Background: an optimization exercise with open tools, aiming at a short achievable clock period. Do not read the settings as production practice.
Function was checked by simulation only, so behaviour that the tests miss may differ from the original.
The clock port is modelled as an ideal driver; clocking choices that lean on that would not hold on a real chip.
Power figures rest on the tool's default switching activity, not on a simulated workload.

==> flow/design.v (excerpt) <==
module core_complex_fabric
(
  input  logic     clk_i,
  input  logic     rst_ni,
  input  offload_pkg::acc_req_t acc_req_i,
  input  logic     acc_valid_i,
  output logic     acc_ready_o,
  output offload_pkg::acc_rsp_t acc_rsp_o,
  output logic     acc_rsp_valid_o,
  input  logic     acc_rsp_ready_i,
  output offload_pkg::acc_req_t fpu_req_o,
  output logic     fpu_valid_o,
  input  logic     fpu_ready_i,
  input  offload_pkg::acc_rsp_t fpu_rsp_i,
  input  logic     fpu_rsp_valid_i,
  output logic     fpu_rsp_ready_o,
  output offload_pkg::acc_req_t hive_req_o,
  output logic     hive_valid_o,
  input  logic     hive_ready_i,
  input  offload_pkg::acc_rsp_t hive_rsp_i,
  input  logic     hive_rsp_valid_i,
  output logic     hive_rsp_ready_o,
  input  offload_pkg::addr_t    tcdm_base_i,
  input  offload_pkg::mem_req_t core_req_i,
  input  logic     core_valid_i,
  output logic     core_ready_o,
  output offload_pkg::mem_rsp_t core_rsp_o,
  output logic     core_rsp_valid_o,
  output offload_pkg::mem_req_t tcdm_req_o,
  output logic     tcdm_valid_o,
  input  logic     tcdm_ready_i,
  input  offload_pkg::mem_rsp_t tcdm_rsp_i,
  input  logic     tcdm_rsp_valid_i,
  output logic     tcdm_rsp_ready_o,
  output offload_pkg::mem_req_t soc_req_o,
  output logic     soc_valid_o,
  input  logic     soc_ready_i,
  input  offload_pkg::mem_rsp_t soc_rsp_i,
  input  logic     soc_rsp_valid_i,
  output logic     soc_rsp_ready_o
);
  offload_pkg::acc_req_t                   tgt_req;
  logic     [offload_pkg::NUM_TARGETS-1:0] tgt_valid, tgt_ready;
  offload_pkg::acc_rsp_t                   ssr_rsp;
  ...
Size: ~5700 cells after synthesis, ~1400 flip-flops, roughly 880 I/O pins, ~0.054 sq mm of cells after synthesis.
==> flow/config.mk <==
export PLATFORM = sky130hd
export DESIGN_NAME = core_complex_fabric
export DESIGN_NICKNAME = core_complex_fabric
export VERILOG_FILES = /design/flow/design.v
export SDC_FILE = /design/flow/constraint.sdc
export NUM_CORES = 4
export LEC_CHECK = 0
export ABC_CLOCK_PERIOD_IN_PS = 2500
export CAP_MARGIN = 20
export CORE_MARGIN = 2
export CORE_UTILIZATION = 40
export SETUP_SLACK_MARGIN = 2.5
export SLEW_MARGIN = 20
export SYNTH_HIERARCHICAL = 1
export TNS_END_PERCENT = 0
==> flow/constraint.sdc <==
create_clock -name core_clock -period 5.0 [get_ports {clk_i}]
set_input_delay 1.0000 -clock core_clock [delete_from_list [all_inputs] [get_ports {clk_i}]]
set_output_delay 1.0000 -clock core_clock [all_outputs]
set_load 0.01 [all_outputs]
standard.sh (not shown) runs the stock make flow with config.mk's settings and CLKGATE_MAP_FILE= SYNTH_SCRIPT=/design/flow/synth_recipe.tcl, a recipe that flattens the netlist after the stock synthesis.
==> flow/flow/run.sh <==
#!/bin/bash
# Own layout flow: the standard synthesis unchanged, then the
# standard ORFS layout with
#  - sizing not tied to cell footprints (MATCH_CELL_FOOTPRINT=0),
#  - delay cells kept out of the layout (added to DONT_USE_CELLS), and
#    the port buffers made of plain buffers (BUFFER_PORTS_ARGS),
#  - the ports of the memory window compare kept together (io.tcl),
#  - a greedy gate-sizing pass after CTS and after global routing
#    (post_cts.tcl, post_grt.tcl, sizer.tcl).
# Each step's full output goes to a log in this folder (and ORFS's own
# per-step logs under orfs/logs).
set -euo pipefail
cd "$(dirname "$0")/.."
W=$PWD

# 1. Standard synthesis, unchanged
bash standard.sh synth > "$W/log_synth.txt" 2>&1

# 2. Layout: the standard make command with extra settings
export DONT_USE_CELLS="sky130_fd_sc_hd__clkdlybuf4s15_1 sky130_fd_sc_hd__clkdlybuf4s15_2 sky130_fd_sc_hd__clkdlybuf4s18_1 sky130_fd_sc_hd__clkdlybuf4s18_2 sky130_fd_sc_hd__clkdlybuf4s25_1 sky130_fd_sc_hd__clkdlybuf4s25_2 sky130_fd_sc_hd__clkdlybuf4s50_1 sky130_fd_sc_hd__clkdlybuf4s50_2 sky130_fd_sc_hd__dlymetal6s2s_1 sky130_fd_sc_hd__dlymetal6s4s_1 sky130_fd_sc_hd__dlymetal6s6s_1 sky130_fd_sc_hd__dlygate4sd1_1 sky130_fd_sc_hd__dlygate4sd2_1 sky130_fd_sc_hd__dlygate4sd3_1"
export BUFFER_PORTS_ARGS="-buffer_cell sky130_fd_sc_hd__buf_4"
export PRE_IO_PLACEMENT_TCL="$W/flow/io.tcl"
export POST_CTS_TCL="$W/flow/post_cts.tcl"
export POST_GLOBAL_ROUTE_TCL="$W/flow/post_grt.tcl"
sed "s|\"\${@:-finish}\"|MATCH_CELL_FOOTPRINT=0 \"\${@:-finish}\"|" standard.sh > "$W/layout.sh"
bash "$W/layout.sh" finish > "$W/log_layout.txt" 2>&1
Other scripts of this flow, unchanged in this note and not shown: flow/flow/io.tcl, flow/flow/post_cts.tcl, flow/flow/post_grt.tcl, flow/flow/sizer.tcl
The first run went through all stages and came out clean.
Change:
PLACE_DENSITY = 0.8   (was not set)
Effect: The changed run finished with timing, DRC and antenna clean. Setup slack gets worse by 0.080 ns. Total power came out lower by about 1.9%. Clock power came out lower by about 5%. Via count came out higher by about 3.3%. Combinational power came out lower by about 2%. Final area came out lower by about 0.6%. Utilization came out lower by 0.30 points. Worst hold slack gets better by 0.0059 ns. Routed wire length came out lower by about 4%.

---

Setup of oak:
Another version of the RTL of core_complex_fabric (not shown whole).
Size in the first run: ~880 I/O pins.
Settings: LEC_CHECK=0, ABC_CLOCK_PERIOD_IN_PS=2500, CAP_MARGIN=20, CORE_MARGIN=2, CORE_UTILIZATION=40, SETUP_SLACK_MARGIN=2.5, SLEW_MARGIN=20, SYNTH_HIERARCHICAL=1; clock period 5.0 ns.
Scripts as last shown in full above: flow/flow/run.sh
Other scripts of this flow, unchanged in this note and not shown: flow/flow/io.tcl, flow/flow/post_cts.tcl, flow/flow/post_grt.tcl, flow/flow/sizer.tcl
What pine does differently from oak at the input level:
- TNS_END_PERCENT newly set to 0
[summary]
Compared pine vs oak, and power is down in pine. Comparing oak with pine, the die area came out essentially unchanged. Final area | pine below oak.

---

Another version of the RTL of core_complex_fabric (not shown whole).
Size in the first run: ~5,500 cells after synthesis, about 51,000 µm² of cells after synthesis.
==> flow/config.mk <==
export PLATFORM = sky130hd
export DESIGN_NAME = core_complex_fabric
export DESIGN_NICKNAME = core_complex_fabric
export VERILOG_FILES = /design/flow/design.v
export SDC_FILE = /design/flow/constraint.sdc
export NUM_CORES = 4
export LEC_CHECK = 0
export ABC_CLOCK_PERIOD_IN_PS = 2500
export CAP_MARGIN = 20
export CORE_MARGIN = 2
export CORE_UTILIZATION = 40
export SETUP_SLACK_MARGIN = 2.5
export SLEW_MARGIN = 20
export SYNTH_HIERARCHICAL = 1
==> flow/constraint.sdc <==
create_clock -name core_clock -period 5.0 [get_ports {clk_i}]
set_input_delay 1.0000 -clock core_clock [delete_from_list [all_inputs] [get_ports {clk_i}]]
set_output_delay 1.0000 -clock core_clock [all_outputs]
set_load 0.01 [all_outputs]
==> flow/flow/run.sh <==
#!/bin/bash
# Own layout flow: the standard synthesis unchanged, then the
# standard ORFS layout with sizing not tied to cell footprints, so that
# the timing repair may swap port buffers and gates between cell
# families. Each step's full output goes to a log in this folder.
set -euo pipefail
cd "$(dirname "$0")/.."
W=$PWD

# 1. Standard synthesis, unchanged
bash standard.sh synth > "$W/log_synth.txt" 2>&1

# 2. Layout: the standard make command with extra settings
EXTRA="MATCH_CELL_FOOTPRINT=0"
if [[ -f "$W/flow/io.tcl" ]]; then
  EXTRA="$EXTRA PRE_IO_PLACEMENT_TCL=$W/flow/io.tcl"
fi
sed "s|\"\${@:-finish}\"|$EXTRA \"\${@:-finish}\"|" standard.sh > "$W/layout.sh"
bash "$W/layout.sh" finish > "$W/log_layout.txt" 2>&1
Rerun with:
==> flow/run.sh (new file) <==
#!/bin/bash
# synth_recipe.tcl (not shown) runs the flow's synth.tcl, then flattens the netlist and writes it again
# the make line also repeats each setting of config.mk as NAME=value (left out here)
make -C /OpenROAD-flow-scripts/flow DESIGN_CONFIG=/design/flow/config.mk WORK_HOME=/design/flow/orfs CLKGATE_MAP_FILE= SYNTH_SCRIPT=/design/flow/synth_recipe.tcl finish
- CORE_UTILIZATION: 40 -> 65
removed: flow/flow/run.sh
removed: flow/standard.sh
What happened:
- wire length came out lower slightly
- global-route usage grows by 20 points
- final area decreases by a few percent
- sequential share of layout area grows by 1.7 points
- sequential power stays flat
Rerun with:
- CORE_UTILIZATION: 65 -> 40
Effect:
- The new run ran to the end with no violations
- maximum frequency rose by about 3%
- via count goes down by about 4.7%
- die area came out higher by about 60%
- area after synthesis is unchanged
- cell area is higher by 1.9%
- non-clock buffer count went up by 14
- setup slack is better by 0.094 ns
- worst hold slack loses 0.011 ns
- synthesized cell count is unchanged
- sequential share of layout area falls by 0.87 points

---

core_complex_fabric, a different RTL version from the one above (not shown whole).
Size in the first run: ~4700 cells after synthesis, roughly 1400 flip-flops, about 54000 um2 of cells after synthesis.
clock: 5.0 ns
lec_check: 0
abc_clock_period_in_ps: 2500
cap_margin: 20
core_margin: 2
core_utilization: 40
setup_slack_margin: 2.2
slew_margin: 20
synth_hierarchical: 1
tns_end_percent: 100
==> flow/flow/run.sh <==
#!/bin/bash
# Own layout flow: the standard synthesis unchanged, then the
# standard ORFS layout with
#  - sizing not tied to cell footprints (MATCH_CELL_FOOTPRINT=0),
#  - delay cells kept out of the layout (added to DONT_USE_CELLS), and
#    the port buffers made of plain buffers (BUFFER_PORTS_ARGS),
#  - the ports of the memory window compare kept together (io.tcl),
#  - a greedy gate-sizing pass after CTS and after global routing
#    (post_cts.tcl, post_grt.tcl, sizer.tcl).
# Each step's full output goes to a log in this folder (and ORFS's own
# per-step logs under orfs/logs).
set -euo pipefail
cd "$(dirname "$0")/.."
W=$PWD

# 1. Standard synthesis, unchanged
bash standard.sh synth > "$W/log_synth.txt" 2>&1

# 2. Layout: the standard make command with extra settings
export DONT_USE_CELLS="sky130_fd_sc_hd__clkdlybuf4s15_1 sky130_fd_sc_hd__clkdlybuf4s15_2 sky130_fd_sc_hd__clkdlybuf4s18_1 sky130_fd_sc_hd__clkdlybuf4s18_2 sky130_fd_sc_hd__clkdlybuf4s25_1 sky130_fd_sc_hd__clkdlybuf4s25_2 sky130_fd_sc_hd__clkdlybuf4s50_1 sky130_fd_sc_hd__clkdlybuf4s50_2 sky130_fd_sc_hd__dlymetal6s2s_1 sky130_fd_sc_hd__dlymetal6s4s_1 sky130_fd_sc_hd__dlymetal6s6s_1 sky130_fd_sc_hd__dlygate4sd1_1 sky130_fd_sc_hd__dlygate4sd2_1 sky130_fd_sc_hd__dlygate4sd3_1"
export BUFFER_PORTS_ARGS="-buffer_cell sky130_fd_sc_hd__buf_4"
export PRE_IO_PLACEMENT_TCL="$W/flow/io.tcl"
export POST_CTS_TCL="$W/flow/post_cts.tcl"
export POST_GLOBAL_ROUTE_TCL="$W/flow/post_grt.tcl"
sed "s|\"\${@:-finish}\"|MATCH_CELL_FOOTPRINT=0 \"\${@:-finish}\"|" standard.sh > "$W/layout.sh"
bash "$W/layout.sh" finish > "$W/log_layout.txt" 2>&1
==> flow/flow/post_cts.tcl <==
# After CTS and its timing repair: greedy sizing on the worst paths,
# then legalize.
source [file join [file dirname [info script]] sizer.tcl]
estimate_parasitics -placement
puts "bench post_cts start ws [worst_slack -max]"
my_greedy_size 6 3 {estimate_parasitics -placement}
detailed_placement
check_placement -verbose
estimate_parasitics -placement
puts "bench post_cts end ws [worst_slack -max]"
==> flow/flow/post_grt.tcl <==
# After global routing and its timing repair: greedy sizing with the
# global-route parasitics, then legalize, route the changed nets and
# write the guides again.
source [file join [file dirname [info script]] sizer.tcl]
puts "bench post_grt start ws [worst_slack -max]"
global_route -start_incremental
my_greedy_size 6 3 {estimate_parasitics -global_routing}
detailed_placement
global_route -end_incremental -congestion_report_file $::env(REPORTS_DIR)/congestion_post_bench_size.rpt
estimate_parasitics -global_routing
check_placement -verbose
puts "bench post_grt end ws [worst_slack -max]"
write_guides $::env(RESULTS_DIR)/route.guide
Other scripts of this flow, unchanged in this note and not shown: flow/flow/io.tcl, flow/flow/sizer.tcl
Rerun with:
--- a/flow/flow/post_cts.tcl
+++ b/flow/flow/post_cts.tcl
@@ -4,5 +4,5 @@
 estimate_parasitics -placement
 puts "bench post_cts start ws [worst_slack -max]"
-my_greedy_size 6 3 {estimate_parasitics -placement}
+my_greedy_size 12 1 {estimate_parasitics -placement}
 detailed_placement
 check_placement -verbose
--- a/flow/flow/post_grt.tcl
+++ b/flow/flow/post_grt.tcl
@@ -5,5 +5,5 @@
 puts "bench post_grt start ws [worst_slack -max]"
 global_route -start_incremental
-my_greedy_size 6 3 {estimate_parasitics -global_routing}
+my_greedy_size 12 1 {estimate_parasitics -global_routing}
 detailed_placement
 global_route -end_incremental -congestion_report_file $::env(REPORTS_DIR)/congestion_post_bench_size.rpt
--- a/flow/config.mk
+++ b/flow/config.mk
@@ -10,5 +10,5 @@
 export CORE_MARGIN = 2
 export CORE_UTILIZATION = 40
-export SETUP_SLACK_MARGIN = 2.2
+export SETUP_SLACK_MARGIN = 2.35
 export SLEW_MARGIN = 20
 export SYNTH_HIERARCHICAL = 1
Global-route usage stays flat; sequential share of layout area decreases by 0.11 points; hold slack improves by 0.0054 ns; final area stays flat; routed wire length is about the same; via count increases by 1.1%; worst setup slack got worse by 0.021 ns.

==> separate check: timing with driven ports <==
No port has a modelled driver above. Below, the same layouts with a new extraction and two added sets of constraints. Step 1 sets driving cells, clkbuf_16 on the clock port and buf_2 on the other inputs (assumed; they add their load-dependent delay and slew). Step 2 adds t to the input delays and takes it off the output delays; t is the mean of the earliest and latest rising clock arrival at the registers after step 1. Input paths then give back, and output paths get back, about the clock's delay inside the block. a / b / c = no drivers / after step 1 / after step 2; a / b = the first two.
| run | t, ns | setup slack, ns | worst hold slack (ns) | clock arrival spread, ns |
|---|---|---|---|---|
| the first run of note 1 | 0.841 | 2.050 / 2.004 / 1.579 | 0.365 / 0.365 / 0.365 | 0.056 / 0.056 |
| the second run of note 1 | 0.855 | 1.970 / 1.970 / 1.277 | 0.371 / 0.371 / 0.371 | 0.079 / 0.079 |
| oak | 0.855 | 2.057 / 2.010 / 1.676 | 0.368 / 0.368 / 0.368 | 0.032 / 0.031 |
| pine | 0.865 | 2.085 / 2.034 / 1.507 | 0.358 / 0.358 / 0.358 | 0.068 / 0.067 |
| the first run of note 3 | 0.831 | 1.787 / 1.714 / 1.314 | 0.398 / 0.398 / 0.398 | 0.047 / 0.047 |
| the second run of note 3 | 0.807 | 1.729 / 1.652 / 1.711 | 0.418 / 0.418 / 0.418 | 0.029 / 0.029 |
| the third run of note 3 | 0.834 | 1.822 / 1.763 / 1.304 | 0.406 / 0.406 / 0.406 | 0.047 / 0.048 |
| the first run of note 4 | 0.845 | 2.108 / 2.068 / 1.477 | 0.410 / 0.410 / 0.410 | 0.033 / 0.033 |
| the second run of note 4 | 0.839 | 2.088 / 2.028 / 1.632 | 0.415 / 0.415 / 0.415 | 0.025 / 0.024 |
After both steps every run listed still meets setup and hold. For the second run of note 1, which loses most, drivers alone change the setup slack by 0.000 ns; drivers and shift together by -0.693 ns.
